What follows belongs to an exercise in optimizing a design on an open flow for small area; a production flow would make more cautious choices. Where RTL was checked, it was by simulation tests only, not by an equivalence proof against the original. For runs 1 to 3, only the layout was checked, not whether the RTL still works. Power and IR drop assume default switching activity.

--- flow/run.sh ---
#!/bin/bash
# Standard layout with three changes: plain buf_1 port buffers (the resizer still
# upsizes them where needed), no CTS dummy loads, and larger clkbuf_8 leaf clusters.
set -euo pipefail
bash standard.sh \
  "BUFFER_PORTS_ARGS=-buffer_cell sky130_fd_sc_hd__buf_1" \
  "CTS_ARGS=-sink_clustering_enable -repair_clock_nets -dont_use_dummy_load -buf_list sky130_fd_sc_hd__clkbuf_4 -sink_clustering_size 10 -sink_clustering_max_diameter 30" \
  finish > standard_flow.log 2>&1
--- standard.sh ---
#!/bin/bash
# synth_recipe.tcl (not shown) runs the flow's synth.tcl, then flattens the netlist and writes it again
# the make line also repeats each setting of config.mk as NAME=value (left out here)
make -C /OpenROAD-flow-scripts/flow DESIGN_CONFIG=/design/flow/config.mk WORK_HOME=/design/flow/orfs CLKGATE_MAP_FILE= SYNTH_SCRIPT=/design/flow/synth_recipe.tcl "${@:-finish}"
--- config.mk ---
export PLATFORM = sky130hd
export DESIGN_NAME = bus_checker
export DESIGN_NICKNAME = bus_checker
export VERILOG_FILES = /design/flow/design.v
export SDC_FILE = /design/flow/constraint.sdc
export NUM_CORES = 4
export LEC_CHECK = 0
export CAP_MARGIN = 20
export CORE_MARGIN = 2
export CORE_UTILIZATION = 40
export SLEW_MARGIN = 20
export SYNTH_HIERARCHICAL = 1
--- constraint.sdc ---
create_clock -name core_clock -period 10.0 [get_ports {clk}]
set_input_delay 2.0000 -clock core_clock [delete_from_list [all_inputs] [get_ports {clk}]]
set_output_delay 2.0000 -clock core_clock [all_outputs]
set_load 0.01 [all_outputs]
--- design.v ---
package bus_checker_pkg;
   localparam int ID_W = 8;
   typedef enum logic [1:0] {
      RES_PASS     = 2'd0,
      RES_NO_MATCH = 2'd1,
      RES_MISROUTE = 2'd2,
      RES_BAD_ID   = 2'd3
   } res_code_e;
endpackage
module bus_checker_sb #(
   parameter int DEPTH = 16,
   parameter int KW    = 10
) (
   input  logic [DEPTH-1:0][KW-1:0] key_i,
   input  logic [DEPTH-1:0]         valid_i,
   input  logic [KW-1:0]            srch_key_i,
   input  logic                     srch_ok_i,   
   input  logic                     srch_i,
   input  logic                     dst_ok_i,
   output logic [DEPTH-1:0]         first_o,     
   output logic [DEPTH-1:0]         shift_o,     
   output logic                     found_o,
   output logic                     remove_o
);
   logic [DEPTH-1:0] match, match_pre, hole_pre;
   bus_checker_cmp #(
      .DEPTH (DEPTH),
      .KW    (KW)
   ) u_cmp (
      .key_i      (key_i),
      .valid_i    (valid_i),
      .srch_key_i (srch_key_i),
      .match_o    (match)
   );
   always_comb begin
      match_pre[0] = match[0];
      hole_pre[0]  = !valid_i[0];
      first_o[0]   = match[0];
      for (int i = 1; i < DEPTH; i++) begin
         match_pre[i] = match_pre[i-1] | match[i];
         hole_pre[i]  = hole_pre[i-1] | !valid_i[i];
         first_o[i]   = match[i] & !match_pre[i-1];
      end
   end
   assign found_o  = srch_ok_i && match_pre[DEPTH-1];
   assign remove_o = srch_i && found_o && dst_ok_i;
   assign shift_o  = remove_o ? match_pre : hole_pre;
endmodule
module bus_checker_rd #(
   parameter int DEPTH = 16,
   parameter int W     = 18
) (
   input  logic [DEPTH-1:0]        sel_i,
   input  logic [DEPTH-1:0][W-1:0] data_i,
   output logic [W-1:0]            data_o
);
   always_comb begin
      data_o = '0;
      for (int i = 0; i < DEPTH; i++)
         data_o = data_o | (data_i[i] & {W{sel_i[i]}});
   end
endmodule
module bus_checker_cmp #(
   parameter int DEPTH = 16,
   parameter int KW    = 10
) (
   input  logic [DEPTH-1:0][KW-1:0] key_i,
   input  logic [DEPTH-1:0]         valid_i,
   input  logic [KW-1:0]            srch_key_i,
   output logic [DEPTH-1:0]         match_o
);
   always_comb
      for (int i = 0; i < DEPTH; i++)
         match_o[i] = valid_i[i] && (key_i[i] == srch_key_i);
endmodule
module bus_checker
#(
   parameter int DRVRS   = 4,
   parameter int PCKG_SZ = 16,
   parameter int DEPTH   = 16,
   parameter int TS_W    = 16,
   localparam int SW = $clog2(DRVRS),
   localparam int IW = $clog2(DEPTH),
   localparam int CW = $clog2(DEPTH + 1)
) (
   input  logic               clk,
   input  logic               rst_n,
   input  logic               drv_valid,
   output logic               drv_ready,
   input  logic [SW-1:0]      drv_src,
   input  logic [PCKG_SZ-1:0] drv_data,
   input  logic               mon_valid,
   input  logic [SW-1:0]      mon_dst,
   input  logic [PCKG_SZ-1:0] mon_data,
   output logic               res_valid,
   output logic [1:0]         res_code,
   output logic [SW-1:0]      res_src,
   output logic [PCKG_SZ-1:0] res_data,
   output logic [TS_W-1:0]    res_latency,
   output logic [CW-1:0]      pending,
   output logic [15:0]        pass_cnt,
   output logic [15:0]        fail_cnt
);
   localparam int ID_W = bus_checker_pkg::ID_W;
   localparam int KW   = PCKG_SZ - ID_W + SW;
   logic [DEPTH-1:0][KW-1:0]   key_q;
   logic [DEPTH-1:0][SW-1:0]   src_q;
   logic [DEPTH-1:0][TS_W-1:0] ts_q;
   logic [DEPTH-1:0]           valid_q;
   logic [CW-1:0]              count_q;
   logic [DEPTH-1:0] first, shift;
   logic [DEPTH-1:0][SW+TS_W-1:0] rd_data;
   logic [SW-1:0]      hit_src;
   logic [TS_W-1:0]    hit_ts;
   logic               found, remove;
   logic [TS_W-1:0]    now_q;
   logic               accept, bad_id, push, dst_ok;
   logic               res_valid_q;
   logic [1:0]         res_code_q, res_code_d;
   logic [SW-1:0]      res_src_q;
   logic [PCKG_SZ-1:0] res_data_q;
   logic [TS_W-1:0]    res_ts_q;
   logic [15:0]        pass_q, fail_q, fail_d;
   logic               mon_fail;
   assign drv_ready = !count_q[CW-1];
   assign accept    = drv_valid && drv_ready;
   assign bad_id    = accept && (drv_data[PCKG_SZ-1 -: ID_W-SW] != '0);
   assign push      = accept && !bad_id;
   assign dst_ok    = mon_data[PCKG_SZ-ID_W +: SW] == mon_dst;
   bus_checker_sb #(
      .DEPTH (DEPTH),
      .KW    (KW)
   ) u_srch (
      .key_i      (key_q),
      .valid_i    (valid_q),
      .srch_key_i (mon_data[KW-1:0]),
      .srch_ok_i  (mon_data[PCKG_SZ-1 -: ID_W-SW] == '0),
      .srch_i     (mon_valid),
      .dst_ok_i   (dst_ok),
      .first_o    (first),
      .shift_o    (shift),
      .found_o    (found),
      .remove_o   (remove)
   );
   always_comb
      for (int i = 0; i < DEPTH; i++)
         rd_data[i] = {src_q[i], ts_q[i]};
   bus_checker_rd #(
      .DEPTH (DEPTH),
      .W     (SW + TS_W)
   ) u_rd (
      .sel_i  (first),
      .data_i (rd_data),
      .data_o ({hit_src, hit_ts})
   );
   always_ff @(posedge clk or negedge rst_n) begin
      if (!rst_n) begin
         valid_q <= '0;
         count_q <= '0;
      end else begin
         for (int i = 0; i < DEPTH - 1; i++)
            if (shift[i]) valid_q[i] <= valid_q[i+1];
         if (shift[DEPTH-1]) valid_q[DEPTH-1] <= push;
         count_q <= count_q + CW'(push) - CW'(remove);
      end
   end
   always_ff @(posedge clk) begin
      for (int i = 0; i < DEPTH - 1; i++)
         if (shift[i]) begin
            key_q[i] <= key_q[i+1];
            src_q[i] <= src_q[i+1];
            ts_q[i]  <= ts_q[i+1];
         end
      if (shift[DEPTH-1]) begin
         key_q[DEPTH-1] <= drv_data[KW-1:0];
         src_q[DEPTH-1] <= drv_src;
         ts_q[DEPTH-1]  <= ~now_q;
      end
   end
   always_comb begin
      if (!mon_valid)  res_code_d = bus_checker_pkg::RES_BAD_ID;
      else if (remove) res_code_d = bus_checker_pkg::RES_PASS;
      else if (found)  res_code_d = bus_checker_pkg::RES_MISROUTE;
      else             res_code_d = bus_checker_pkg::RES_NO_MATCH;
   end
   assign mon_fail = mon_valid && !remove;
   logic [TS_W-1:0] now_d;
   logic [TS_W:0]   now_c;
   logic [15:0]     pass_d, fail_s;
   logic [16:0]     pass_c, fail_c;
   logic            pass_inc;
   assign now_c[0] = 1'b1;
   for (genvar i = 0; i < TS_W; i++) begin : g_now
      assign now_d[i]   = now_q[i] ^ now_c[i];
      assign now_c[i+1] = now_q[i] & now_c[i];
   end
   assign pass_inc  = remove && !(&pass_q);
   assign pass_c[0] = pass_inc;
   for (genvar i = 0; i < 16; i++) begin : g_pass
      assign pass_d[i]   = pass_q[i] ^ pass_c[i];
      assign pass_c[i+1] = pass_q[i] & pass_c[i];
   end
   assign fail_s[0]  = fail_q[0] ^ mon_fail ^ bad_id;
   assign fail_c[0]  = 1'b0;
   assign fail_c[1]  = (fail_q[0] & mon_fail) | (fail_q[0] & bad_id) | (mon_fail & bad_id);
   for (genvar i = 1; i < 16; i++) begin : g_fail
      assign fail_s[i]   = fail_q[i] ^ fail_c[i];
      assign fail_c[i+1] = fail_q[i] & fail_c[i];
   end
   assign fail_d = fail_c[16] ? 16'hFFFF : fail_s;
   always_ff @(posedge clk or negedge rst_n) begin
      if (!rst_n) begin
         res_valid_q <= 1'b0;
         pass_q      <= '0;
         fail_q      <= '0;
      end else begin
         res_valid_q <= mon_valid || bad_id;
         pass_q      <= pass_d;
         fail_q      <= fail_d;
      end
   end
   always_ff @(posedge clk) begin
      now_q      <= now_d;
      res_code_q <= res_code_d;
      res_src_q  <= remove ? hit_src : '0;
      res_ts_q   <= hit_ts;
      res_data_q <= mon_valid ? mon_data : drv_data;
   end
   logic [TS_W-1:0] lat_s;
   logic [TS_W:0]   lat_c;
   assign lat_c[0] = 1'b0;
   for (genvar i = 0; i < TS_W; i++) begin : g_lat
      assign lat_s[i]   = now_q[i] ^ res_ts_q[i] ^ lat_c[i];
      assign lat_c[i+1] = (now_q[i] & res_ts_q[i]) | (lat_c[i] & (now_q[i] ^ res_ts_q[i]));
   end
   assign res_latency = res_code_q == bus_checker_pkg::RES_PASS ? lat_s : '0;
   assign pending     = count_q;
   assign res_valid   = res_valid_q;
   assign res_code    = res_code_q;
   assign res_src     = res_src_q;
   assign res_data    = res_data_q;
   assign pass_cnt    = pass_q;
   assign fail_cnt    = fail_q;
endmodule
==> flow_summary_export.csv, run 1 <==
group,metric,value,unit
yosys,synthFlopType,"edfxtp_1",
setup_path,arrival,7530,ps
floorplan,num_io_pins,115,
pwr,power_density,166,nW/um^2
drt,drc,0,
placement,place_hpwl,31.7,mm
global_routing,grt_pass1_wl,76.8,mm
yosys,synth_common_cells,"edfxtp_1 (448), xnor2_1 (165), a22o_1 (73)",
setup_path,cp_cell_sequence,"ha_1 -> inv_1 -> fa_1 -> fa_1 -> fa_1 -> fa_1 -> fa_1 -> fa_1 -> fa_1 -> fa_1 -> fa_1 -> fa_1 -> fa_1 -> fa_1 -> inv_1 -> fa_1 -> inv_1 -> fa_1 -> xnor2_1 -> xnor2_1 -> nor2_1 -> buf_1",
placement,gp_congestion,0.763,
yosys,ys_warn_count,10,
cells_and_area,drive_gt1_share,13.9,%
setup_path,cp.required,8000,ps
floorplan,fp-row-count,86,
timing,setup-tns-final,0,ps
setup_path,crit_path_top_delay_cell,"fa_1",
placement,port_buffers,114,
global_routing,grt_overflow,0,
timing,fin_crit_sh,95.3,%
drt,vias,12000,
timing,finalClockSkew,104,ps
yosys,synth_cells,1291,
setup_path,critPathKind,"reg2out",
placement,dp_cells,2090,
global_routing,grt_usage,18.1,%
floorplan,die_width,239,um
clock_tree,cts_resized,0,
clock_tree,cts_tree,"yes",
floorplan,core,54800,um^2
drt,drt_iter0_drc,879,
setup_path,worstSetupStartpointType,"flop",
global_routing,grt_max_degree,55,
setup_path,cpLargestDelayFamily,"adder cells",
status,outcome,"complete, no violations",
yosys,synthArstFlopShare,9.75,%
yosys,synth_top_area_share,61.0,%
yosys,yosysMostFrequentCell,"edfxtp_1",
timing,finalMaxSlewViolations,0,
floorplan,initial_utilization,40.2,%
yosys,ys_seq_area_share,71.9,%
setup_path,timing.critical_path.mode_cell,"fa_1",
clock_tree,numClockSinks,554,
yosys,ys_seq_elements,554,
yosys,synth_top_cell_by_area,"edfxtp_1",
floorplan,die-area,57000,um^2
cells_and_area,syn_to_final_growth,8.80,%
timing,finalHoldViolCount,0,
clock_tree,cts.htree.levels,3,
drt,viasPerCell,5.51,
clock_tree,clock_path_buffers,3,
timing,setup_viol,0,
timing,tightest_slew,1200,ps
drt,wl_per_cell,23.3,um
yosys,avgSynthCellArea,17.1,um^2
yosys,synth_area,22000,um^2
pwr,peakVddDrop,0.133,mV
yosys,synth_nets,1396,
hold_path,min_path_type,"reg2reg",
floorplan,die_y,239,um
setup_path,slowest_delay,470,ps
drt,dr.pass1.iters,5,
clock_tree,clk_latency,840,ps
yosys,synth_edf_count,448,
cells_and_area,instances_no_fill,2186,
timing,period_needed,9530,ps
cells_and_area,nets,1588,
flow_run,maxCapViolations,0,
timing,rsz0062_at_grt,"no",
clock_tree,ctsHoldBuffers,0,
clock_tree,root_buffer,"clkbuf_4",
clock_tree,clkTransAtPathRegs,90,ps
yosys,synth.distinct_cells,50,
yosys,synth_area_leaders,"edfxtp_1 (61%), xnor2_1 (6.6%), dfrtp_1 (6.1%)",
global_routing,antenna_found_initial,1,
global_routing,grt_pass1_vias,12700,
setup_path,end_kind,"output port",
drt,drt_wl_total,51.0,mm
pwr,leakage,0.00923,uW
clock_tree,post_cts_buffers,0,
timing,clock.fmax,105,MHz
setup_path,critPathMaxFanout,3,
drt,ant_nets,0,
timing,relSlewSlack,19.9,%
setup_path,crit_buf_inv,4,
clock_tree,cts_buffers,94,
==> report_power, final <==
group          internal [uW]  switching [uW]  leakage (uW)  total, uW
Sequential              2550            47.0       0.00635       2590
Clock                    429             723      0.000432       1150
Combinational            108             120       0.00245        227
Total                   3080             889       0.00923       3970
==> cell usage in the layout (no fill, tap or decap), drive strengths merged, types with 27 or more instances in the layout <==
cell type / n
dfxtp: 52
buf: 153
dfrtp: 54
clkbuf: 95
a221oi: 72
ha: 49
inv: 48
a22o: 73
nand4: 57
mux2: 32
nor2: 27
edfxtp: 448
xnor2: 165
==> metrics by stage <==
stage	setup WS, ps	util [%]	hold WS (ps)	area [um^2]	total power [uW]
floorplan	1930	-	387	22000	2800
global placement	1400	42.5	406	23300	2860
detailed placement	1340	42.5	422	23300	2870
CTS	420	43.8	410	24000	4030
global route	105	43.8	421	24000	4140
finish	473	43.8	411	24000	3970
==> flip-flops by register name, indices dropped and copies added, names as in the netlist <==
register	count
count_q	5
res_data_q	16
res_src_q	2
ts_q	256
key_q	160
valid_q	16
res_code_q	2
pass_q	16
res_valid_q	1
src_q	32
now_q	16
fail_q	16
res_ts_q	16
==> cell families after synthesis <==
kind of cell / Yosys count / synth area share, %
xor+xnor: 170 / 6.75
mux: 40 / 2.00
buf+inv: 106 / 3.35
fa+ha+maj: 65 / 4.23
flops: 554 / 71.9
compound gates: 163 / 6.37
simple gates: 193 / 5.41
==> final timing paths <==
path                                start              end  slack, ps  depth (start not counted)
max in group asynchronous           rst_n       valid_q[1]       8150                          2
min in group asynchronous           rst_n        pass_q[1]       1330                          2
worst max-delay path             now_q[0]  res_latency[15]        470                         22
worst min-delay path             ts_q[53]         ts_q[37]        410                          0
worst min register to register   ts_q[53]         ts_q[37]        410                          0
worst max register to register  key_q[17]       fail_q[11]       4200                         26
==> routing by layer <==
metal / share of wire (%) / routed length (um) / GRT usage (%)
met3: 8.5 / 4350 / 4.73
met5: 0 / 0 / 0
met1: 39 / 20100 / 22.2
met2: 50 / 25600 / 31.0
met4: 1.9 / 994 / 6.34
==> layout make-up <==
type                            instances  area [um^2]
Antenna cell                            1         2.50
Clock buffer                           94          706
Fill cell                            4809        30800
Inverter                               48          180
Multi-Input combinational cell        631         5640
Sequential cell                       554        15800
Tap cell                              704          881
Timing Repair Buffer                  154          733
==> run 2, diff against run 1 <==
--- a/design.v
+++ b/design.v
@@ -45,5 +45,5 @@
    assign found_o  = srch_ok_i && match_pre[DEPTH-1];
    assign remove_o = srch_i && found_o && dst_ok_i;
-   assign shift_o  = remove_o ? match_pre : hole_pre;
+   assign shift_o  = hole_pre;
 endmodule
 module bus_checker_rd #(
@@ -109,5 +109,6 @@
    logic [DEPTH-1:0]           valid_q;
    logic [CW-1:0]              count_q;
-   logic [DEPTH-1:0] first, shift;
+   logic [DEPTH-1:0] first, shift, kept;
+   assign kept = valid_q & ~(first & {DEPTH{remove}});
    logic [DEPTH-1:0][SW+TS_W-1:0] rd_data;
    logic [SW-1:0]      hit_src;
@@ -160,6 +161,6 @@
       end else begin
          for (int i = 0; i < DEPTH - 1; i++)
-            if (shift[i]) valid_q[i] <= valid_q[i+1];
-         if (shift[DEPTH-1]) valid_q[DEPTH-1] <= push;
+            valid_q[i] <= shift[i] ? kept[i+1] : kept[i];
+         valid_q[DEPTH-1] <= shift[DEPTH-1] ? push : kept[DEPTH-1];
          count_q <= count_q + CW'(push) - CW'(remove);
       end
==> flow/run.sh (replaced) <==
#!/bin/bash
# Standard layout with three changes: plain buf_1 port buffers (the resizer still
# upsizes them where needed), no CTS dummy loads, and larger clkbuf_8 leaf clusters.
set -euo pipefail
bash standard.sh \
  "BUFFER_PORTS_ARGS=-buffer_cell sky130_fd_sc_hd__buf_1" \
  "CTS_ARGS=-sink_clustering_enable -repair_clock_nets -dont_use_dummy_load -buf_list sky130_fd_sc_hd__clkbuf_4 -sink_clustering_size 10 -sink_clustering_max_diameter 40" \
  finish > standard_flow.log 2>&1
==> run 2 against run 1 <==
Net effect:
- still clean
- first-iteration DRC count increased by 4.8%
- core utilization decreased by 0.28 points
- worst hold slack got worse by 3.0 ps
- fmax increased by 0.11%
- total power decreased by 5.1%
- register-to-register slack about the same
- sequential share of layout area increased by 0.30 points
==> flow_summary_export.csv, run 2 <==
group,metric,value,unit
clock_tree,clock_path_buffers,3,
global_routing,grt_usage,18.1,%
setup_path,slowest_delay,460,ps
status,outcome,"complete, no violations",
setup_path,worstSetupStartpointType,"flop",
clock_tree,ctsHoldBuffers,0,
drt,drt_iter0_drc,921,
yosys,synth_top_area_share,60.9,%
pwr,power,3770,uW
floorplan,initial_utilization,40.3,%
yosys,avgSynthCellArea,17.0,um^2
timing,relSlewSlack,31.6,%
cells_and_area,layout_common_cells,"edfxtp_1 (448), xnor2_1 (165), buf_1 (113)",
setup_path,end_kind,"output port",
placement,post-place-ws,1190,ps
yosys,ys_warn_count,10,
placement,port_buffers,114,
cells_and_area,nets,1579,
setup_path,rr_startpoint,"key_q[9]",
placement,place_hpwl,31.8,mm
clock_tree,root_buffer,"clkbuf_4",
timing,period_needed,9520,ps
clock_tree,clkTransAtPathRegs,100,ps
floorplan,core,54900,um^2
setup_path,critPathMaxFanout,3,
cells_and_area,mostFrequentLayoutCell,"edfxtp_1",
cells_and_area,instances_no_fill,2177,
flow_run,maxCapViolations,0,
drt,drc,0,
yosys,synth_cells,1296,
yosys,ys_seq_elements,554,
yosys,synth_top_cell_by_area,"edfxtp_1",
clock_tree,numClockSinks,554,
yosys,synth_area_leaders,"edfxtp_1 (61%), xnor2_1 (6.5%), dfrtp_1 (6.1%)",
drt,vias,11900,
timing,finalMaxSlewViolations,0,
timing,clock.fmax,105,MHz
setup_path,arrival,7520,ps
clock_tree,clk_latency,840,ps
setup_path,r2r_cells,27,
pwr,leakage,0.00814,uW
yosys,yosysMostFrequentCell,"edfxtp_1",
yosys,synth_common_cells,"edfxtp_1 (448), xnor2_1 (165), a22o_1 (72)",
yosys,synth_area,22100,um^2
timing,setup-tns-final,0,ps
drt,drt_wl_total,50.7,mm
global_routing,grt_pass1_vias,12800,
setup_path,r2r_setup_slack,4200,ps
setup_path,crit_end,"res_latency[15]",
floorplan,die_width,239,um
global_routing,grt_max_degree,55,
floorplan,num_io_pins,115,
setup_path,r2r_end,"fail_q[2]",
clock_tree,cts_tree,"yes",
yosys,synth.distinct_cells,51,
yosys,synth_edf_count,448,
global_routing,grt_overflow,0,
timing,fin_crit_sh,95.2,%
setup_path,cp_cell_sequence,"ha_1 -> inv_1 -> fa_1 -> fa_1 -> fa_1 -> fa_2 -> fa_1 -> fa_1 -> fa_1 -> fa_1 -> fa_1 -> fa_1 -> fa_1 -> fa_1 -> inv_1 -> fa_1 -> inv_1 -> fa_1 -> xnor2_1 -> xnor2_1 -> nor2_2 -> buf_1",
setup_path,cp.required,8000,ps
yosys,ys_seq_area_share,71.7,%
global_routing,antenna_found_initial,1,
timing,tightest_slew,1030,ps
drt,viasPerCell,5.47,
timing,whs,408,ps
hold_path,min_path_type,"reg2reg",
setup_path,crit_path_top_delay_cell,"fa_1",
pwr,peakVddDrop,0.122,mV
setup_path,timing.critical_path.mode_cell,"fa_1",
clock_tree,cts.htree.levels,3,
cells_and_area,max_flop_register,"ts_q",
yosys,synthFlopType,"edfxtp_1",
floorplan,fp-row-count,86,
yosys,synth_nets,1401,
timing,finalHoldViolCount,0,
drt,dr.pass1.iters,5,
clock_tree,cts_buffers,73,
drt,wl_per_cell,23.3,um
cells_and_area,reg.largest.list,"ts_q (256), key_q (160), src_q (32)",
timing,rsz0062_at_grt,"no",
timing,finalClockSkew,127,ps
timing,setup_viol,0,
cells_and_area,syn_to_final_growth,8.08,%
yosys,synthArstFlopShare,9.75,%
global_routing,grt_pass1_wl,76.8,mm
floorplan,die_y,239,um
floorplan,die-area,57100,um^2
setup_path,crit_start,"now_q[0]",
cells_and_area,drive_gt1_share,11.1,%
placement,gp_congestion,0.760,
timing,worst_slack,483,ps
drt,ant_nets,0,
pwr,power_density,158,nW/um^2
setup_path,critPathKind,"reg2out",
cells_and_area,largest_register_ffs,256,
placement,dp_cells,2102,
## run 2: critical path, delay by kind of cell, from the launching register on
| family | cells | cell delay (ps) |
|---|---|---|
| flip-flops | 1 | 370 |
| AND/OR/NAND/NOR | 1 | 160 |
| XOR/XNOR | 2 | 300 |
| buffers and inverters | 4 | 340 |
| adder cells (fa/ha/maj) | 15 | 5570 |
## run 2: metal layers
layer,vias up,part of all wire (%),track usage (%)
met5,-,0,0
met2,472,49,30.5
met1,6093,41,23.3
met4,0,1.6,5.47
li1,5297,-,-
met3,57,7.9,4.20
## run 2: repair_timing
| action | 4_1_cts | 5_1_grt |
|---|---|---|
| buffers inserted | 0 | 0 |
| gates resized for setup | 0 | 2 |
| setup endpoints to repair | 0 | 1 |
| endpoints found under the hold margin | 0 | 0 |
## run 2: layout make-up
type | count | area (um^2)
fillers | 5010 | 31000
well taps | 704 | 881
inverters | 52 | 195
multi-input cells | 631 | 5590
clock buffers | 73 | 548
flip-flops and latches | 554 | 15800
diodes | 1 | 2.50
repair buffers | 162 | 815
## run 2: cells by family (layout without fill, tap and decap cells)
group | Yosys count | count (layout) | synth area share [%]
flip-flops | 554 | 554 | 71.7
AND/OR/NAND/NOR | 181 | 181 | 5.26
XOR/XNOR | 170 | 170 | 6.74
AO/OA/AOI/OAI | 168 | 168 | 6.35
buffers and inverters | 111 | 287 | 3.39
adder cells (fa/ha/maj) | 65 | 65 | 4.23
multiplexers | 47 | 47 | 2.31
other | 0 | 1 | 0
## run 2: power breakdown
group	switching (uW)	internal, uW	total, uW
sequential	22.2	2490	2510
clock	709	337	1050
combinational	116	92.0	209
## run 2: worst min-delay path by stage
stage / from / to / slack, ps / depth (start not counted)
finish: ts_q[156] / ts_q[140] / 410 / 0
global route: key_q[114] / key_q[104] / 420 / 0
CTS: ts_q[156] / ts_q[140] / 430 / 0
detailed placement: now_q[0] / now_q[0] / 420 / 1
global placement: now_q[0] / now_q[0] / 410 / 1
floorplan: now_q[0] / now_q[0] / 390 / 1
## run 2: per-stage QoR
stage	area, um^2	util [%]
5_1_grt	23900	43.5
3_3_place_gp	23300	42.4
6_report	23900	43.5
2_1_floorplan	22100	-
4_1_cts	23800	43.4
3_5_place_dp	23300	42.4
==> run 3, diff against run 2 <==
--- a/design.v
+++ b/design.v
@@ -176,5 +176,5 @@
          key_q[DEPTH-1] <= drv_data[KW-1:0];
          src_q[DEPTH-1] <= drv_src;
-         ts_q[DEPTH-1]  <= ~now_q;
+         ts_q[DEPTH-1]  <= now_q;
       end
    end
@@ -232,6 +232,6 @@
    assign lat_c[0] = 1'b0;
    for (genvar i = 0; i < TS_W; i++) begin : g_lat
-      assign lat_s[i]   = now_q[i] ^ res_ts_q[i] ^ lat_c[i];
-      assign lat_c[i+1] = (now_q[i] & res_ts_q[i]) | (lat_c[i] & (now_q[i] ^ res_ts_q[i]));
+      assign lat_s[i]   = now_q[i] ^ !res_ts_q[i] ^ lat_c[i];
+      assign lat_c[i+1] = (now_q[i] & !res_ts_q[i]) | (lat_c[i] & (now_q[i] ^ !res_ts_q[i]));
    end
    assign res_latency = res_code_q == bus_checker_pkg::RES_PASS ? lat_s : '0;
==> run 3 against run 2 <==
Net effect:
- fmax rose by 0.78%
- first-iteration DRC count increased by 4.3%
- area after synthesis down 0.20%
- synthesized cell count down 1.3%
- worst setup slack improved by 74 ps
- sequential power hardly changed
- via count up 0.55%
- design area barely moved
- critical path depth fell by 1
- largest cell class unchanged
- worst hold slack got worse by 78 ps
==> flow_summary_export.csv, run 3 <==
group,metric,value,unit
floorplan,die_y,239,um
yosys,ys_seq_elements,554,
pwr,power_density,158,nW/um^2
status,outcome,"complete, no violations",
hold_path,hold_path_depth,0,
clock_tree,clk_latency,870,ps
clock_tree,clkTransAtPathRegs,110,ps
drt,vias,12000,
setup_path,cp.required,8000,ps
setup_path,worstSetupStartpointType,"flop",
yosys,synth_common_cells,"edfxtp_1 (448), xnor2_1 (165), a22o_1 (72)",
setup_path,critPathKind,"reg2out",
cells_and_area,syn_to_final_growth,8.30,%
yosys,ys_seq_area_share,71.9,%
cells_and_area,largest_register_ffs,256,
yosys,synth_area,22000,um^2
clock_tree,clock_path_buffers,3,
placement,place_hpwl,31.4,mm
drt,wl_per_cell,23.2,um
drt,wl_met3,3.62,mm
drt,ant_nets,0,
drt,viasPerCell,5.54,
yosys,yosysMostFrequentCell,"edfxtp_1",
yosys,synth_top_cell_by_area,"edfxtp_1",
drt,drc,0,
drt,drt_iter0_drc,961,
hold_path,worstHoldStart,"ts_q[79]",
clock_tree,root_buffer,"clkbuf_4",
yosys,synth_edf_count,448,
flow_run,maxCapViolations,0,
setup_path,rr_startpoint,"key_q[17]",
yosys,synthArstFlopShare,9.75,%
setup_path,end_kind,"output port",
global_routing,grt_overflow,0,
drt,dr.pass1.iters,7,
hold_path,min_path_type,"reg2reg",
timing,fin_crit_sh,94.4,%
floorplan,num_io_pins,115,
timing,setup-tns-final,0,ps
timing,tightest_slew,1120,ps
timing,clock.fmax,106,MHz
cells_and_area,postLayoutCellArea,23900,um^2
setup_path,arrival,7440,ps
yosys,synth_cells,1279,
timing,relSlewSlack,25.3,%
yosys,synth.distinct_cells,52,
global_routing,antenna_found_initial,1,
cells_and_area,max_flop_register,"ts_q",
clock_tree,cts_buffers,76,
floorplan,fp-row-count,86,
floorplan,initial_utilization,40.3,%
timing,finalMaxSlewViolations,0,
global_routing,grt_pass1_wl,76.0,mm
cells_and_area,nets,1565,
global_routing,grt_max_degree,55,
global_routing,grt_usage,18.1,%
floorplan,core,54800,um^2
placement,place_area,23200,um^2
setup_path,critPathMaxFanout,1,
setup_path,r2r_setup_slack,4090,ps
clock_tree,numClockSinks,554,
drt,route.met2.wl,24.6,mm
cells_and_area,layout_common_cells,"edfxtp_1 (448), xnor2_1 (165), buf_1 (113)",
yosys,synth_nets,1384,
timing,period_needed,9440,ps
clock_tree,cts.htree.levels,3,
clock_tree,cts_resized,0,
yosys,synth_top_area_share,61.0,%
drt,drt-met1-wl,20.8,mm
hold_path,min_to,"ts_q[63]",
drt,drt_wl_total,50.1,mm
placement,port_buffers,114,
floorplan,die-area,57000,um^2
placement,gp_congestion,0.757,
timing,setup_viol,0,
setup_path,r2r_cells,26,
pwr,leakage,0.00810,uW
cells_and_area,drive_gt1_share,13.3,%
cells_and_area,mostFrequentLayoutCell,"edfxtp_1",
clock_tree,ctsHoldBuffers,0,
yosys,ys_warn_count,10,
timing,finalHoldViolCount,0,
floorplan,die_width,239,um
timing,rsz0062_at_grt,"no",
cells_and_area,fill_cells,4792,
yosys,avgSynthCellArea,17.2,um^2
setup_path,r2r_end,"fail_q[7]",
drt,highest_layer,"met4",
pwr,peakVddDrop,0.125,mV
cells_and_area,final_util,43.6,%
clock_tree,cts_tree,"yes",
timing,finalClockSkew,134,ps
clock_tree,post_cts_buffers,0,
yosys,synthFlopType,"edfxtp_1",
global_routing,grt_pass1_vias,12600,
yosys,synth_area_leaders,"edfxtp_1 (61%), xnor2_1 (6.6%), dfrtp_1 (6.1%)",
cells_and_area,reg.largest.list,"ts_q (256), key_q (160), src_q (32)",
run 3: cells by family (layout without fill, tap and decap cells):
group	count (synthesis)	count (layout)	share of synthesized area, %
mux	47	47	2.31
simple gates	181	181	5.38
flops	554	554	71.9
buf+inv	94	273	3.09
compound gates	168	168	6.36
xor+xnor	170	170	6.75
fa+ha+maj	65	65	4.23
other cells	0	3	0
run 3: metrics by stage:
step | total power [uW] | hold slack, ps | std cells | setup slack (ps)
2_1_floorplan | 2710 | 383 | 1279 | 1950
3_3_place_gp | 2770 | 393 | 2083 | 1380
3_5_place_dp | 2770 | 406 | 2084 | 1390
6_report | 3780 | 330 | 2165 | 557
4_1_cts | 3830 | 320 | 2160 | 473
5_1_grt | 3950 | 346 | 2164 | 180
run 3: how the worst max path moves through the flow:
stage                startpoint               to  slack [ps]  cells after the start
detailed placement  res_ts_q[0]  res_latency[15]        1390                     21
CTS                 res_ts_q[0]  res_latency[15]         470                     21
floorplan           res_ts_q[0]  res_latency[15]        1950                     20
finish              res_ts_q[0]  res_latency[15]         560                     21
global route        res_ts_q[0]  res_latency[15]         180                     21
global placement    res_ts_q[0]  res_latency[15]        1380                     21
run 3: area by class of cell:
class,instances,area (um^2),area share (%)
diodes,3,7.51,0.0314
clock buffers,76,571,2.39
inverters,36,135,0.566
multi-input cells,631,5600,23.5
flip-flops and latches,554,15800,66.4
well taps,704,881,3.69
repair buffers,161,835,3.50
run 3: worst max-delay path, cell delays in order (launching register included):
cell     delay (ps)
dfxtp_1         320
inv_1            40
ha_1            190
fa_1            390
fa_1            400
fa_1            400
fa_1            460
fa_1            450
fa_1            420
fa_1            400
fa_1            450
fa_1            400
fa_1            400
fa_1            420
fa_1            370
inv_1            80
fa_1            160
inv_1            50
fa_1            370
xnor2_1         140
nor3_1          140
buf_1           180
run 3: per-layer routing:
metal  up-vias  GRT usage (%)
met1      6115           23.1
met5         -              0
met3        83           3.94
met2       489           30.4
li1       5297              -
met4         0           6.48
run 3: power breakdown:
part           switching (uW)  internal, uW  total, uW
registers                22.1          2490       2510
logic                     113          90.1        203
clock network             709           350       1060
total                     845          2930       3780
==> run 4, diff against run 3 <==
--- a/design.v
+++ b/design.v
@@ -212,8 +212,10 @@
    always_ff @(posedge clk or negedge rst_n) begin
       if (!rst_n) begin
+         now_q       <= '0;
          res_valid_q <= 1'b0;
          pass_q      <= '0;
          fail_q      <= '0;
       end else begin
+         now_q       <= now_d;
          res_valid_q <= mon_valid || bad_id;
          pass_q      <= pass_d;
@@ -222,5 +224,4 @@
    end
    always_ff @(posedge clk) begin
-      now_q      <= now_d;
       res_code_q <= res_code_d;
       res_src_q  <= remove ? hit_src : '0;
==> run 4 against run 3 <==
Net effect:
- still clean
- core utilization about the same
- sequential power about the same
- synthesized cell count unchanged
- via count down 1.4%
- design area up 0.25%
- clock skew down 49 ps
- total power down 0.40%
- clock power about the same
- critical path depth down 1
- non-clock buffer count unchanged
- area after synthesis up 0.36%
- largest cell class unchanged
- largest power group unchanged
- highest routed layer unchanged
==> flow_summary_export.csv, run 4 <==
group,metric,value,unit
global_routing,grt_usage,17.9,%
setup_path,worstSetupStartpointType,"flop",
yosys,synthAdderAreaFrac,4.22,%
timing,relSlewSlack,31.9,%
floorplan,num_io_pins,115,
cells_and_area,largest_register_ffs,256,
floorplan,initial_utilization,40.3,%
timing,period_needed,9560,ps
yosys,synth_nets,1384,
hold_path,min_to,"src_q[26]",
timing,rsz0062_at_grt,"no",
pwr,leakage,0.00815,uW
placement,gp_congestion,0.771,
drt,ant_nets,0,
yosys,synth_top_area_share,60.8,%
drt,wl_per_cell,23.2,um
global_routing,grt_max_degree,71,
yosys,synth_cells,1279,
cells_and_area,max_flop_register,"ts_q",
yosys,synthArstFlopShare,12.6,%
drt,drt_iter0_drc,1016,
yosys,synth_xor_area_share,6.73,%
timing,setup-tns-final,0,ps
yosys,yosys.area_share.simple,5.36,%
clock_tree,clock_path_buffers,3,
clock_tree,ctsHoldBuffers,0,
timing,fin_crit_sh,95.6,%
clock_tree,post_cts_buffers,0,
cells_and_area,postLayoutCellArea,23900,um^2
floorplan,die-area,57200,um^2
drt,dr.pass1.iters,5,
yosys,synth_common_cells,"edfxtp_1 (448), xnor2_1 (165), a22o_1 (72)",
cells_and_area,reg.largest.list,"ts_q (256), key_q (160), src_q (32)",
yosys,ys_seq_elements,554,
setup_path,cp.required,8000,ps
setup_path,rr_startpoint,"key_q[9]",
cells_and_area,nets,1561,
timing,tightest_slew,1020,ps
drt,vias,11800,
drt,viasPerCell,5.47,
yosys,synthMuxAreaShare,2.30,%
timing,finalMaxSlewViolations,0,
timing,setup_viol,0,
clock_tree,clk_latency,820,ps
floorplan,core,54900,um^2
cells_and_area,instances_no_fill,2159,
pwr,power_density,157,nW/um^2
placement,dp_cells,2083,
yosys,ys_warn_count,10,
clock_tree,cts.htree.levels,3,
cells_and_area,layout_common_cells,"edfxtp_1 (448), xnor2_1 (165), buf_1 (113)",
yosys,ys_seq_area_share,72.0,%
hold_path,worstHoldStart,"src_q[28]",
placement,place_area,23300,um^2
setup_path,critPathKind,"reg2out",
timing,finalClockSkew,85.1,ps
drt,drt_wl_total,50.1,mm
yosys,avgSynthCellArea,17.3,um^2
yosys,synth_compound_area_share,6.34,%
global_routing,grt_overflow,0,
timing,finalHoldViolCount,0,
cells_and_area,mostFrequentLayoutCell,"edfxtp_1",
hold_path,hold_path_depth,0,
yosys,synth_area,22100,um^2
yosys,synthFlopType,"edfxtp_1",
clock_tree,cts_tree,"yes",
clock_tree,numClockSinks,554,
hold_path,min_path_type,"reg2reg",
setup_path,r2r_setup_slack,4010,ps
floorplan,die_width,239,um
global_routing,antenna_found_initial,1,
setup_path,r2r_end,"fail_q[6]",
status,outcome,"complete, no violations",
pwr,peakVddDrop,0.0997,mV
setup_path,arrival,7560,ps
cells_and_area,drive_gt1_share,13.1,%
setup_path,end_kind,"output port",
setup_path,critPathMaxFanout,4,
setup_path,r2r_cells,27,
global_routing,grt_pass1_wl,75.7,mm
drt,drc,0,
placement,port_buffers,114,
placement,place_hpwl,31.8,mm
floorplan,die_y,239,um
clock_tree,clkTransAtPathRegs,110,ps
clock_tree,root_buffer,"clkbuf_4",
flow_run,maxCapViolations,0,
yosys,synth_edf_count,448,
yosys,synth.distinct_cells,52,
yosys,yosysMostFrequentCell,"edfxtp_1",
clock_tree,cts_buffers,72,
yosys,synth_top_family_by_area,"XOR/XNOR gates",
timing,clock.fmax,105,MHz
yosys,synth_top_cell_by_area,"edfxtp_1",
cells_and_area,syn_to_final_growth,8.18,%
global_routing,grt_pass1_vias,12500,
clock_tree,cts_resized,0,
floorplan,fp-row-count,86,
yosys,synth_area_leaders,"edfxtp_1 (61%), dfrtp_1 (7.9%), xnor2_1 (6.5%)",
## run 4: cell types whose count changed in the layout (fill, tap and decap cells not counted)
cell and change:
clkbuf_2 -1, clkbuf_4 -4, diode_2 -2, buf_12 +1
dfrtp_1 +16, dfxtp_1 -16
## run 4: worst max path at each step
stage / to / from / cells past startpoint / slack (ps)
floorplan: res_latency[15] / now_q[0] / 19 / 1890
global placement: res_latency[15] / now_q[0] / 20 / 1280
detailed placement: res_latency[15] / now_q[0] / 20 / 1270
CTS: res_latency[15] / now_q[0] / 20 / 390
global route: res_latency[15] / now_q[0] / 20 / 180
finish: res_latency[15] / now_q[0] / 20 / 440
## run 4: cell type report
type	instances	area, um^2
antenna	1	2.50
clock buffer	72	541
fill	4929	30900
inverter	36	135
multi-input combinational	631	5600
sequential	554	15900
tap	704	881
timing repair buffer	161	850
## run 4: power breakdown
part | internal, uW | total [uW] | leakage [uW] | switching (uW)
logic | 91.3 | 208 | 0.00260 | 117
registers | 2490 | 2520 | 0.00522 | 21.6
clock network | 332 | 1040 | 0.000331 | 706
## run 4: kinds of logic after synthesis
| kind of cell | after synthesis |
|---|---|
| AOI/OAI and AO/OA | 168 |
| xor gates and xnor gates | 170 |
| adders and majority gates | 65 |
| buffers and inverters | 94 |
| DFF | 554 |
| muxes | 47 |
| and+or+nand+nor | 181 |
## run 4: per-stage QoR
step           setup WS [ps]  total power [uW]  hold WS (ps)  utilization, %
6_report                 436              3760           399            43.6
3_3_place_gp            1280              2770           428            42.5
3_5_place_dp            1270              2780           436            42.5
2_1_floorplan           1890              2710           427               -
4_1_cts                  389              3820           406            43.5
5_1_grt                  177              3920           423            43.6
## run 4: metal layers
metal  vias to the layer above  global-route usage [%]  part of all wire [%]
met5                         -                       0                     0
met4                         0                    5.45                   2.0
met3                        77                    3.96                   8.3
met2                       474                    29.5                    48
met1                      5983                    23.6                    42
li1                       5283                       -                     -
## run 4: worst max-delay path, stage by stage (launching register included)
cell     delay, ps
dfrtp_1        420
ha_1           210
fa_1           400
fa_1           400
fa_1           400
fa_1           470
fa_1           430
fa_1           420
fa_1           390
fa_1           420
fa_1           400
fa_1           420
fa_1           400
fa_1           370
inv_1           80
fa_1           150
inv_1           50
fa_1           400
xnor2_1        350
nor3_1          90
buf_1          140
==> run 5, diff against run 4 <==
--- a/design.v
+++ b/design.v
@@ -202,12 +202,16 @@
       assign pass_c[i+1] = pass_q[i] & pass_c[i];
    end
-   assign fail_s[0]  = fail_q[0] ^ mon_fail ^ bad_id;
+   logic fail_top, fail_a, fail_b;
+   assign fail_top = &fail_q[15:1];                          
+   assign fail_a   = mon_fail && !(fail_top && fail_q[0]);
+   assign fail_b   = bad_id && !(fail_top && (fail_q[0] || mon_fail));
+   assign fail_s[0]  = fail_q[0] ^ fail_a ^ fail_b;
    assign fail_c[0]  = 1'b0;
-   assign fail_c[1]  = (fail_q[0] & mon_fail) | (fail_q[0] & bad_id) | (mon_fail & bad_id);
+   assign fail_c[1]  = (fail_q[0] & fail_a) | (fail_q[0] & fail_b) | (fail_a & fail_b);
    for (genvar i = 1; i < 16; i++) begin : g_fail
       assign fail_s[i]   = fail_q[i] ^ fail_c[i];
       assign fail_c[i+1] = fail_q[i] & fail_c[i];
    end
-   assign fail_d = fail_c[16] ? 16'hFFFF : fail_s;
+   assign fail_d = fail_s;
    always_ff @(posedge clk or negedge rst_n) begin
       if (!rst_n) begin
--- a/flow/run.sh
+++ b/flow/run.sh
@@ -1,5 +1,10 @@
 #!/bin/bash
-# Standard layout with three changes: plain buf_1 port buffers (the resizer still
-# upsizes them where needed), no CTS dummy loads, and larger clkbuf_8 leaf clusters.
+# The standard layout (standard.sh, synthesis unchanged) with two changes:
+# - every port still gets a buffer, but a plain buf_1 (the resizer upsizes it
+#   where needed) instead of the larger default;
+# - CTS builds its tree from clkbuf_4 only, with clusters of up to 10 sinks
+#   within 40 um, and without dummy loads.
+# Each tool's full output stays in orfs/logs; make's own output goes to
+# standard_flow.log.
 set -euo pipefail
 bash standard.sh \
==> run 5 against run 4 <==
Net effect:
- still clean on timing, DRC and antenna
- wire length down 0.58%
- register-to-register slack better by 170 ps
- clock-buffer cell count grew 9
- clock skew up 8.2 ps
- area after synthesis fell by 0.33%
- flip-flop and latch count unchanged
- worst hold slack better by 2.2 ps
- critical path depth unchanged
- largest cell class unchanged
- highest routed layer unchanged
==> flow_summary_export.csv, run 5 <==
group,metric,value,unit
floorplan,die_width,239,um
clock_tree,root_buffer,"clkbuf_4",
cells_and_area,layout_common_cells,"edfxtp_1 (448), xnor2_1 (166), buf_1 (113)",
cells_and_area,largest_register_ffs,256,
yosys,synth_top_cell_by_area,"edfxtp_1",
timing,relSlewSlack,32.4,%
cells_and_area,syn_to_final_growth,8.23,%
setup_path,r2r_end,"fail_q[15]",
drt,dr.pass1.iters,5,
yosys,ys_seq_area_share,72.2,%
yosys,synth_cells,1266,
yosys,synth_nets,1371,
yosys,synth_compound_area_share,6.41,%
cells_and_area,fill_cells,4845,
setup_path,worst-path-stages,20,
timing,finalClockSkew,93.4,ps
timing,rsz0062_at_grt,"no",
clock_tree,cts_tree,"yes",
timing,setup-tns-final,0,ps
placement,dp_cells,2067,
hold_path,min_path_type,"reg2reg",
setup_path,rr_startpoint,"key_q[4]",
cells_and_area,mostFrequentLayoutCell,"edfxtp_1",
setup_path,crit_path_top_delay_cell,"fa_1",
timing,finalMaxSlewViolations,0,
drt,ant_nets,0,
global_routing,grt_pass1_wl,75.4,mm
yosys,synth_edf_count,448,
timing,fin_crit_sh,95.9,%
timing,tightest_slew,1010,ps
yosys,synth_common_cells,"edfxtp_1 (448), xnor2_1 (166), a22o_1 (72)",
pwr,power_density,159,nW/um^2
yosys,synthFlopType,"edfxtp_1",
global_routing,grt_overflow,0,
timing,finalHoldViolCount,0,
setup_path,r2r_cells,27,
cells_and_area,instances_no_fill,2153,
yosys,synthMuxAreaShare,2.31,%
setup_path,slowest_delay,470,ps
yosys,synth_top_area_share,61.0,%
yosys,synth_xor_area_share,6.79,%
placement,place_hpwl,30.7,mm
setup_path,timing.critical_path.mode_cell,"fa_1",
setup_path,arrival,7590,ps
yosys,ys_seq_elements,554,
drt,drt_iter0_drc,893,
clock_tree,cts_buffers,81,
clock_tree,clk_latency,820,ps
setup_path,r2r_setup_slack,4180,ps
yosys,synth.distinct_cells,51,
setup_path,crit_start,"now_q[0]",
clock_tree,clkTransAtPathRegs,110,ps
global_routing,grt_pass1_vias,12700,
timing,setup_viol,0,
clock_tree,clock_path_buffers,3,
timing,whs,401,ps
global_routing,antenna_found_initial,3,
clock_tree,cts.htree.levels,3,
global_routing,grt_max_degree,71,
flow_run,maxCapViolations,0,
timing,period_needed,9590,ps
setup_path,cp_cell_sequence,"ha_1 -> fa_1 -> fa_1 -> fa_1 -> fa_1 -> fa_1 -> fa_1 -> fa_1 -> fa_1 -> fa_1 -> fa_1 -> fa_1 -> fa_1 -> inv_1 -> fa_1 -> inv_1 -> fa_1 -> xnor2_1 -> nor3_1 -> buf_1",
clock_tree,cts_resized,0,
cells_and_area,max_flop_register,"ts_q",
setup_path,cp.required,8000,ps
setup_path,critPathKind,"reg2out",
cells_and_area,reg.largest.list,"ts_q (256), key_q (160), src_q (32)",
yosys,avgSynthCellArea,17.4,um^2
pwr,power,3790,uW
clock_tree,numClockSinks,554,
drt,vias,11900,
floorplan,num_io_pins,115,
setup_path,end_kind,"output port",
yosys,synthAdderAreaFrac,4.23,%
drt,drc,0,
pwr,peakVddDrop,0.114,mV
drt,viasPerCell,5.51,
timing,clock.fmax,104,MHz
drt,drt_wl_total,49.8,mm
global_routing,grt_usage,17.8,%
yosys,synthArstFlopShare,12.6,%
floorplan,fp-row-count,86,
status,outcome,"complete, no violations",
yosys,yosys.area_share.simple,4.99,%
setup_path,critPathMaxFanout,4,
placement,port_buffers,114,
clock_tree,post_cts_buffers,0,
yosys,synth_area_leaders,"edfxtp_1 (61%), dfrtp_1 (7.9%), xnor2_1 (6.6%)",
pwr,leakage,0.00806,uW
setup_path,crit_buf_inv,3,
cells_and_area,final_util,43.6,%
yosys,yosysMostFrequentCell,"edfxtp_1",
drt,wl_per_cell,23.1,um
setup_path,worstSetupStartpointType,"flop",
setup_path,crit_end,"res_latency[15]",
floorplan,initial_utilization,40.3,%
floorplan,die_y,239,um
yosys,ys_warn_count,10,
yosys,synth_top_family_by_area,"XOR/XNOR gates",
cells_and_area,nets,1553,
floorplan,die-area,57000,um^2
yosys,synth_area,22100,um^2
placement,gp_congestion,0.759,
floorplan,core,54800,um^2
clock_tree,ctsHoldBuffers,0,
cells_and_area,drive_gt1_share,13.2,%
setup_path,cpLargestDelayFamily,"adder cells",
## run 5: cell count changes after synthesis, sizes merged, moves of 2 or more
cell	change
nand2	-3
nor2	-3
nand2b	-8
or2b	-6
nand4	+2
## run 5: layout make-up
type / instances / area (um^2) / share of cell area [%]
antenna: 3 / 7.51 / 0.0315
clock buffer: 81 / 608 / 2.55
inverter: 35 / 131 / 0.550
multi-input combinational: 620 / 5540 / 23.2
sequential: 554 / 15900 / 66.7
tap: 704 / 881 / 3.69
timing repair buffer: 156 / 772 / 3.23
## run 5: metrics by stage
stage	setup WS (ps)	instance area, um^2
2_1_floorplan	1890	22100
3_3_place_gp	1250	23200
3_5_place_dp	1190	23200
4_1_cts	283	23800
5_1_grt	77.3	23900
6_report	410	23900
## run 5: worst min-delay path by stage
stage	from	to	slack, ps	depth (start not counted)
floorplan	src_q[13]	src_q[11]	430	0
global placement	ts_q[75]	ts_q[59]	430	0
detailed placement	ts_q[171]	ts_q[155]	440	0
CTS	ts_q[26]	ts_q[10]	390	0
global route	ts_q[26]	ts_q[10]	390	0
finish	ts_q[26]	ts_q[10]	400	0
## run 5: per-layer routing
metal | share of wire, % | vias to the layer above | track usage, %
li1 | - | 5264 | -
met4 | 2.4 | 0 | 5.15
met5 | 0 | - | 0
met3 | 8.8 | 90 | 5.58
met2 | 47 | 466 | 29.1
met1 | 41 | 6033 | 22.8
## run 5: worst register-to-register path, delay by kind of cell, from the launching register on
family                   cells  cell delay [ps]
AO/OA/AOI/OAI                2              230
buffers and inverters        2              520
flip-flops                   1              400
adder cells (fa/ha/maj)     15             2960
AND/OR/NAND/NOR              6             1330
XOR/XNOR                     2              280
## run 5: logic make-up (layout without fill, tap and decap cells)
| family | count (synthesis) | in the layout |
|---|---|---|
| fa+ha+maj | 65 | 65 |
| flops | 554 | 554 |
| simple gates | 167 | 167 |
| other cells | 0 | 3 |
| mux | 47 | 47 |
| xor+xnor | 171 | 171 |
| buf+inv | 92 | 272 |
| compound gates | 170 | 170 |
## run 5: power by group
| group | leakage (uW) | switching (uW) | internal [uW] |
|---|---|---|---|
| Clock | 0.000373 | 717 | 372 |
| Sequential | 0.00522 | 26.9 | 2490 |
| Combinational | 0.00246 | 104 | 81.8 |
==> run 6, diff against run 5 <==
--- a/design.v
+++ b/design.v
@@ -110,5 +110,4 @@
    logic [CW-1:0]              count_q;
    logic [DEPTH-1:0] first, shift, kept;
-   assign kept = valid_q & ~(first & {DEPTH{remove}});
    logic [DEPTH-1:0][SW+TS_W-1:0] rd_data;
    logic [SW-1:0]      hit_src;
@@ -155,4 +154,5 @@
       .data_o ({hit_src, hit_ts})
    );
+   assign kept = valid_q & ~(first & {DEPTH{remove}});
    always_ff @(posedge clk or negedge rst_n) begin
       if (!rst_n) begin
==> run 6 against run 5 <==
Net effect:
- combinational power about the same
- sequential power barely moved
- cell count is the same
- global-route usage is the same
- largest power group unchanged
- flip-flop and latch count unchanged
- worst hold slack unchanged
- clock skew stayed put
- design area did not move
- die area did not move
- worst setup slack unchanged
- first-iteration DRC count unchanged
==> flow_summary_export.csv, run 6 <==
group,metric,value,unit
status,outcome,"complete, no violations",
pwr,leakage,0.00806,uW
cells_and_area,reg.largest.list,"ts_q (256), key_q (160), src_q (32)",
timing,finalHoldViolCount,0,
clock_tree,clk_latency,820,ps
timing,setup_viol,0,
setup_path,crit_start,"now_q[0]",
setup_path,timing.critical_path.mode_cell,"fa_1",
yosys,synthArstFlopShare,12.6,%
clock_tree,cts_tree,"yes",
placement,port_buffers,114,
cells_and_area,max_flop_register,"ts_q",
pwr,power,3790,uW
clock_tree,cts.htree.levels,3,
pwr,power_switching,847,uW
setup_path,arrival,7590,ps
timing,clock.fmax,104,MHz
setup_path,cp_cell_sequence,"ha_1 -> fa_1 -> fa_1 -> fa_1 -> fa_1 -> fa_1 -> fa_1 -> fa_1 -> fa_1 -> fa_1 -> fa_1 -> fa_1 -> fa_1 -> inv_1 -> fa_1 -> inv_1 -> fa_1 -> xnor2_1 -> nor3_1 -> buf_1",
drt,ant_nets,0,
yosys,ys_seq_area_share,72.2,%
floorplan,fp-row-count,86,
clock_tree,cts_resized,0,
cells_and_area,largest_register_ffs,256,
setup_path,slowest_delay,470,ps
clock_tree,clkTransAtPathRegs,110,ps
floorplan,core,54800,um^2
pwr,clockPowerShare,28.7,%
setup_path,r2r_setup_slack,4180,ps
yosys,synth_area_leaders,"edfxtp_1 (61%), dfrtp_1 (7.9%), xnor2_1 (6.6%)",
setup_path,crit_path_top_delay_cell,"fa_1",
clock_tree,root_buffer,"clkbuf_4",
setup_path,end_kind,"output port",
flow_run,maxCapViolations,0,
global_routing,antenna_found_initial,3,
drt,drc,0,
setup_path,r2r_cells,27,
cells_and_area,drive_gt1_share,13.2,%
cells_and_area,instances_no_fill,2153,
cells_and_area,multi_input_area,5540,um^2
timing,relSlewSlack,32.4,%
timing,rsz0062_at_grt,"no",
yosys,synth_common_cells,"edfxtp_1 (448), xnor2_1 (166), a22o_1 (72)",
yosys,ys_seq_elements,554,
drt,viasPerCell,5.51,
floorplan,initial_utilization,40.3,%
cells_and_area,layout_common_cells,"edfxtp_1 (448), xnor2_1 (166), buf_1 (113)",
timing,finalClockSkew,93.4,ps
yosys,synthFlopType,"edfxtp_1",
setup_path,critPathMaxFanout,4,
cells_and_area,mostFrequentLayoutCell,"edfxtp_1",
global_routing,grt_overflow,0,
drt,wl_per_cell,23.1,um
cells_and_area,register_area,15900,um^2
yosys,synth_area,22100,um^2
timing,finalMaxSlewViolations,0,
floorplan,num_io_pins,115,
setup_path,r2r_end,"fail_q[15]",
hold_path,worstHoldStart,"ts_q[26]",
drt,vias,11900,
timing,setup-tns-final,0,ps
setup_path,worstSetupStartpointType,"flop",
timing,tightest_slew,1010,ps
yosys,ys_warn_count,10,
floorplan,die_width,239,um
timing,worst_slack,410,ps
placement,place_area,23200,um^2
cells_and_area,nets,1553,
cells_and_area,syn_to_final_growth,8.23,%
global_routing,grt_pass1_wl,75.4,mm
yosys,synth_edf_count,448,
clock_tree,clock_path_buffers,3,
timing,period_needed,9590,ps
placement,gp_congestion,0.759,
pwr,seq_power_share,66.4,%
clock_tree,ctsHoldBuffers,0,
setup_path,crit_end,"res_latency[15]",
pwr,comb_power_share,4.9,%
yosys,synth.distinct_cells,51,
pwr,peakVddDrop,0.114,mV
drt,drt_wl_total,49.8,mm
cells_and_area,fill_cells,4845,
yosys,avgSynthCellArea,17.4,um^2
cells_and_area,postLayoutCellArea,23900,um^2
placement,place_hpwl,30.7,mm
setup_path,crit_buf_inv,3,
global_routing,grt_pass1_vias,12700,
setup_path,worst-path-stages,20,
yosys,synth_nets,1371,
global_routing,grt_usage,17.8,%
yosys,yosysMostFrequentCell,"edfxtp_1",
timing,fin_crit_sh,95.9,%
clock_tree,cts_buffers,81,
floorplan,die_y,239,um
hold_path,min_path_type,"reg2reg",
setup_path,rr_startpoint,"key_q[4]",
drt,dr.pass1.iters,5,
pwr,power_density,159,nW/um^2
pwr,p_int,2950,uW
yosys,synth_top_cell_by_area,"edfxtp_1",
global_routing,grt_max_degree,71,
yosys,synth_top_area_share,61.0,%
clock_tree,post_cts_buffers,0,
drt,drt_iter0_drc,893,
pwr,switching_share,22.3,%
setup_path,cpLargestDelayFamily,"adder cells",
floorplan,die-area,57000,um^2
clock_tree,numClockSinks,554,
placement,post-place-ws,1190,ps
placement,dp_cells,2067,
hold_path,hold_path_depth,0,
setup_path,cp.required,8000,ps
yosys,synth_cells,1266,
setup_path,critPathKind,"reg2out",
[run 6: cell counts after synthesis]
No cell type changed its count.
[run 6: metal layers]
metal	GRT usage, %	wire, um	vias to the layer above
met5	0	0	-
met4	5.15	1170	0
met3	5.58	4380	90
met2	29.1	23600	466
met1	22.8	20600	6033
li1	-	-	5264
[run 6: kinds of logic after synthesis]
kind of cell    Yosys count  synth area share, %
compound gates          170                 6.41
xor+xnor                171                 6.79
fa+ha+maj                65                 4.23
buf+inv                  92                 3.05
flops                   554                 72.2
mux                      47                 2.31
simple gates            167                 4.99
[run 6: stage by stage]
| step | hold WS [ps] | util (%) |
|---|---|---|
| 4_1_cts | 393 | 43.5 |
| 6_report | 401 | 43.6 |
| 5_1_grt | 389 | 43.6 |
| 3_3_place_gp | 429 | 42.4 |
| 2_1_floorplan | 427 | - |
| 3_5_place_dp | 435 | 42.4 |
[run 6: power groups by stage]
stage	Combinational [uW]	Sequential, uW	Clock [uW]
floorplan	119	2580	0
global placement	186	2570	0
detailed placement	189	2570	0
CTS	191	2520	1140
global route	210	2530	1220
finish	186	2520	1090
[run 6: layout make-up]
class	count	area share (%)
tap	704	3.69
timing repair buffer	156	3.23
clock buffer	81	2.55
sequential	554	66.7
antenna	3	0.0315
inverter	35	0.550
multi-input combinational	620	23.2
[run 6: worst min path at each step]
stage | end
floorplan | src_q[11]
CTS | ts_q[10]
detailed placement | ts_q[155]
global placement | ts_q[59]
global route | ts_q[10]
finish | ts_q[10]
[run 6: worst register-to-register path, delay by kind of cell, from the launching register on]
family                     cells  cell delay, ps
xor gates and xnor gates       2             280
buffers and inverters          2             520
DFF                            1             400
and+or+nand+nor                6            1330
adders and majority gates     15            2960
AOI/OAI and AO/OA              2             230
==> run 7, diff against run 6 <==
--- a/design.v
+++ b/design.v
@@ -154,4 +154,13 @@
       .data_o ({hit_src, hit_ts})
    );
+   logic [CW-1:0] count_d;
+   logic [CW:0]   cnt_up, cnt_dn;
+   assign cnt_up[0] = push && !remove;
+   assign cnt_dn[0] = remove && !push;
+   for (genvar i = 0; i < CW; i++) begin : g_cnt
+      assign count_d[i]  = count_q[i] ^ (cnt_up[i] | cnt_dn[i]);
+      assign cnt_up[i+1] = cnt_up[i] & count_q[i];
+      assign cnt_dn[i+1] = cnt_dn[i] & !count_q[i];
+   end
    assign kept = valid_q & ~(first & {DEPTH{remove}});
    always_ff @(posedge clk or negedge rst_n) begin
@@ -161,7 +170,7 @@
       end else begin
          for (int i = 0; i < DEPTH - 1; i++)
-            valid_q[i] <= shift[i] ? kept[i+1] : kept[i];
-         valid_q[DEPTH-1] <= shift[DEPTH-1] ? push : kept[DEPTH-1];
-         count_q <= count_q + CW'(push) - CW'(remove);
+            valid_q[i] <= shift[i] ? kept[i+1] : !(remove && first[i]);
+         valid_q[DEPTH-1] <= shift[DEPTH-1] ? push : !(remove && first[DEPTH-1]);
+         count_q <= count_d;
       end
    end
--- a/config.mk
+++ b/config.mk
@@ -9,4 +9,5 @@
 export CORE_MARGIN = 2
 export CORE_UTILIZATION = 40
+export PLACE_DENSITY = 0.75
 export SLEW_MARGIN = 20
 export SYNTH_HIERARCHICAL = 1
==> run 7 against run 6 <==
Net effect:
- clock power shrank 6%
- global-route usage decreased by 0.27 points
- sequential share of layout area increased by 0.60 points
- flip-flop and latch count unchanged
- cell count shrank 0.42%
- core utilization grew 0.21 points
- die area shrank 0.50%
- fmax decreased by 0.18%
- combinational power decreased by 33%
- first-iteration DRC count increased by 45%
- largest cell class unchanged
- still clean
- worst setup slack lost 17 ps
- critical path type unchanged
==> flow_summary_export.csv, run 7 <==
group,metric,value,unit
status,outcome,"complete, no violations",
floorplan,die_width,238,um
floorplan,num_io_pins,115,
pwr,leakage,0.00763,uW
drt,drc,0,
clock_tree,cts_buffers,72,
yosys,ys_seq_area_share,72.6,%
yosys,synth_area,21900,um^2
yosys,synth_edf_count,448,
global_routing,grt_usage,17.5,%
global_routing,grt_pass1_vias,12600,
setup_path,worstSetupStartpointType,"flop",
yosys,synth_top_cell_by_area,"edfxtp_1",
yosys,synth.distinct_cells,51,
yosys,ys_warn_count,10,
setup_path,end_kind,"output port",
timing,period_needed,9610,ps
placement,place_area,23100,um^2
global_routing,grt_max_degree,71,
flow_run,maxCapViolations,0,
clock_tree,cts_tree,"yes",
floorplan,core,54000,um^2
cells_and_area,nets,1549,
drt,drt_wl_total,50.1,mm
timing,finalHoldViolCount,0,
global_routing,grt_overflow,0,
placement,dp_cells,2068,
timing,finalClockSkew,84.2,ps
cells_and_area,instances_no_fill,2144,
hold_path,min_path_type,"reg2reg",
timing,finalMaxSlewViolations,0,
yosys,synth_common_cells,"edfxtp_1 (448), xnor2_1 (166), a22o_1 (72)",
yosys,synth_xor_area_share,6.87,%
yosys,yosys.area_share.simple,5.41,%
yosys,synthMuxAreaShare,1.60,%
drt,wl_per_cell,23.4,um
yosys,ys_seq_elements,554,
yosys,synth_compound_area_share,6.35,%
floorplan,die-area,56700,um^2
yosys,avgSynthCellArea,17.2,um^2
cells_and_area,reg.largest.list,"ts_q (256), key_q (160), src_q (32)",
drt,drt_iter0_drc,1298,
timing,rsz0062_at_grt,"no",
setup_path,arrival,7610,ps
drt,ant_nets,0,
timing,tightest_slew,1190,ps
timing,relSlewSlack,20.4,%
clock_tree,root_buffer,"clkbuf_4",
timing,clock.fmax,104,MHz
yosys,synth_area_leaders,"edfxtp_1 (61%), dfrtp_1 (8.0%), xnor2_1 (6.6%)",
cells_and_area,fill_cells,4694,
placement,port_buffers,114,
pwr,power_density,154,nW/um^2
drt,dr.pass1.iters,5,
cells_and_area,postLayoutCellArea,23700,um^2
timing,setup_viol,0,
cells_and_area,drive_gt1_share,11.3,%
yosys,synth_cells,1276,
clock_tree,numClockSinks,554,
yosys,yosysMostFrequentCell,"edfxtp_1",
setup_path,critPathMaxFanout,4,
pwr,power,3640,uW
drt,viasPerCell,5.69,
setup_path,critPathKind,"reg2out",
setup_path,cp.required,8000,ps
drt,vias,12200,
clock_tree,ctsHoldBuffers,0,
timing,fin_crit_sh,96.1,%
timing,setup-tns-final,0,ps
global_routing,grt_pass1_wl,74.6,mm
cells_and_area,syn_to_final_growth,7.82,%
clock_tree,clk_latency,760,ps
placement,gp_congestion,0.815,
yosys,synthAdderAreaFrac,3.99,%
clock_tree,cts.htree.levels,3,
yosys,synth_nets,1377,
floorplan,die_y,238,um
floorplan,initial_utilization,40.6,%
yosys,synthArstFlopShare,12.6,%
clock_tree,clkTransAtPathRegs,110,ps
floorplan,fp-row-count,85,
cells_and_area,max_flop_register,"ts_q",
cells_and_area,layout_common_cells,"edfxtp_1 (448), xnor2_1 (166), buf_1 (113)",
cells_and_area,mostFrequentLayoutCell,"edfxtp_1",
pwr,peakVddDrop,0.109,mV
yosys,synth_top_family_by_area,"XOR/XNOR gates",
global_routing,antenna_found_initial,4,
placement,place_hpwl,31.6,mm
cells_and_area,largest_register_ffs,256,
yosys,synthFlopType,"edfxtp_1",
clock_tree,clock_path_buffers,3,
yosys,synth_top_area_share,61.3,%
-- run 7: path summary, 6_finish.rpt --
| kind | slack (ps) | end | from | cells after the start |
|---|---|---|---|---|
| setup / recovery | 390 | res_latency[15] | now_q[0] | 21 |
| hold / removal | 420 | ts_q[166] | ts_q[182] | 0 |
| setup reg to reg | 3830 | pass_q[15] | key_q[0] | 25 |
| hold reg to reg | 420 | ts_q[166] | ts_q[182] | 0 |
| max in group asynchronous | 7900 | valid_q[12] | rst_n | 1 |
| min in group asynchronous | 1410 | fail_q[10] | rst_n | 1 |
-- run 7: critical path, stage by stage (launching register included) --
cell,delay (ps)
dfrtp_1,430
ha_1,210
fa_1,380
fa_1,410
fa_1,410
fa_1,470
fa_1,420
fa_1,400
fa_1,430
fa_1,430
fa_1,400
fa_1,440
fa_1,410
fa_1,370
inv_1,70
fa_1,160
inv_1,50
fa_1,370
xnor2_1,150
xnor2_1,140
nor3_2,160
buf_1,170
-- run 7: cell type report --
type                    count  area, um^2  share of cell area, %
flip-flops and latches    554       15900                   67.3
repair buffers            154         764                   3.23
multi-input cells         622        5390                   22.8
diodes                      2        5.00                 0.0212
inverters                  44         165                  0.698
clock buffers              72         541                   2.28
well taps                 696         871                   3.68
-- run 7: logic make-up after synthesis --
kind of cell | after synthesis
multiplexers | 33
buffers and inverters | 100
adder cells (fa/ha/maj) | 61
XOR/XNOR | 172
AND/OR/NAND/NOR | 188
flip-flops | 554
AO/OA/AOI/OAI | 168
-- run 7: through the flow --
step	utilization, %	hold WS, ps	setup WS, ps
after floorplan	-	427	1760
after global placement	42.7	427	1080
after detailed placement	42.7	435	1010
after CTS	43.7	404	159
after global routing	43.8	423	44.5
final	43.8	418	392
-- run 7: where the power goes --
| part | switching, uW | internal (uW) |
|---|---|---|
| Combinational | 73.9 | 51.4 |
| Sequential | 15.6 | 2480 |
| Clock | 692 | 333 |
| Total | 781 | 2860 |
-- run 7: routing by layer --
| metal | GRT usage (%) | vias up | part of all wire [%] |
|---|---|---|---|
| met5 | 0 | - | 0.044 |
| met4 | 5.80 | 4 | 2.5 |
| met3 | 4.65 | 117 | 11 |
| met2 | 28.9 | 737 | 47 |
| met1 | 22.6 | 6107 | 39 |
| li1 | - | 5245 | - |
-- run 7: timing repair --
action                                  CTS  global route
setup buffers                             0             0
resized for setup                         0             1
endpoints found under the setup margin    0             1

==> what the ideal ports hide <==
In the flow no input, the clock included, has a driving cell. The finished layouts below were timed again as built, in two steps.
Step 1, drivers: a clkbuf_16 drives clk and a buf_2 each remaining input, both assumed.
Step 2, shift: input delay + t, output delay - t, t = (earliest + latest rising clock arrival at the registers) / 2. This alone moves slack from input paths to output paths.
Three values: no drivers, after step 1, after step 2; two values: the first two.
| run | t, ns | setup WS [ns] | worst setup path after step 2 | worst data-port slew with drivers (ns) |
|---|---|---|---|---|
| run 1 | 0.838 | 0.473 / 0.427 / 1.264 | register to output | 0.05 |
| run 2 | 0.823 | 0.483 / 0.431 / 1.254 | register to output | 0.06 |
| run 3 | 0.854 | 0.557 / 0.504 / 1.358 | register to output | 0.06 |
| run 4 | 0.832 | 0.436 / 0.385 / 1.216 | register to output | 0.05 |
| run 5 | 0.830 | 0.410 / 0.357 / 1.187 | register to output | 0.05 |
| run 6 | 0.830 | 0.410 / 0.357 / 1.187 | register to output | 0.05 |
| run 7 | 0.762 | 0.392 / 0.346 / 1.109 | register to output | 0.08 |
After both steps setup and hold are still met in every run listed.
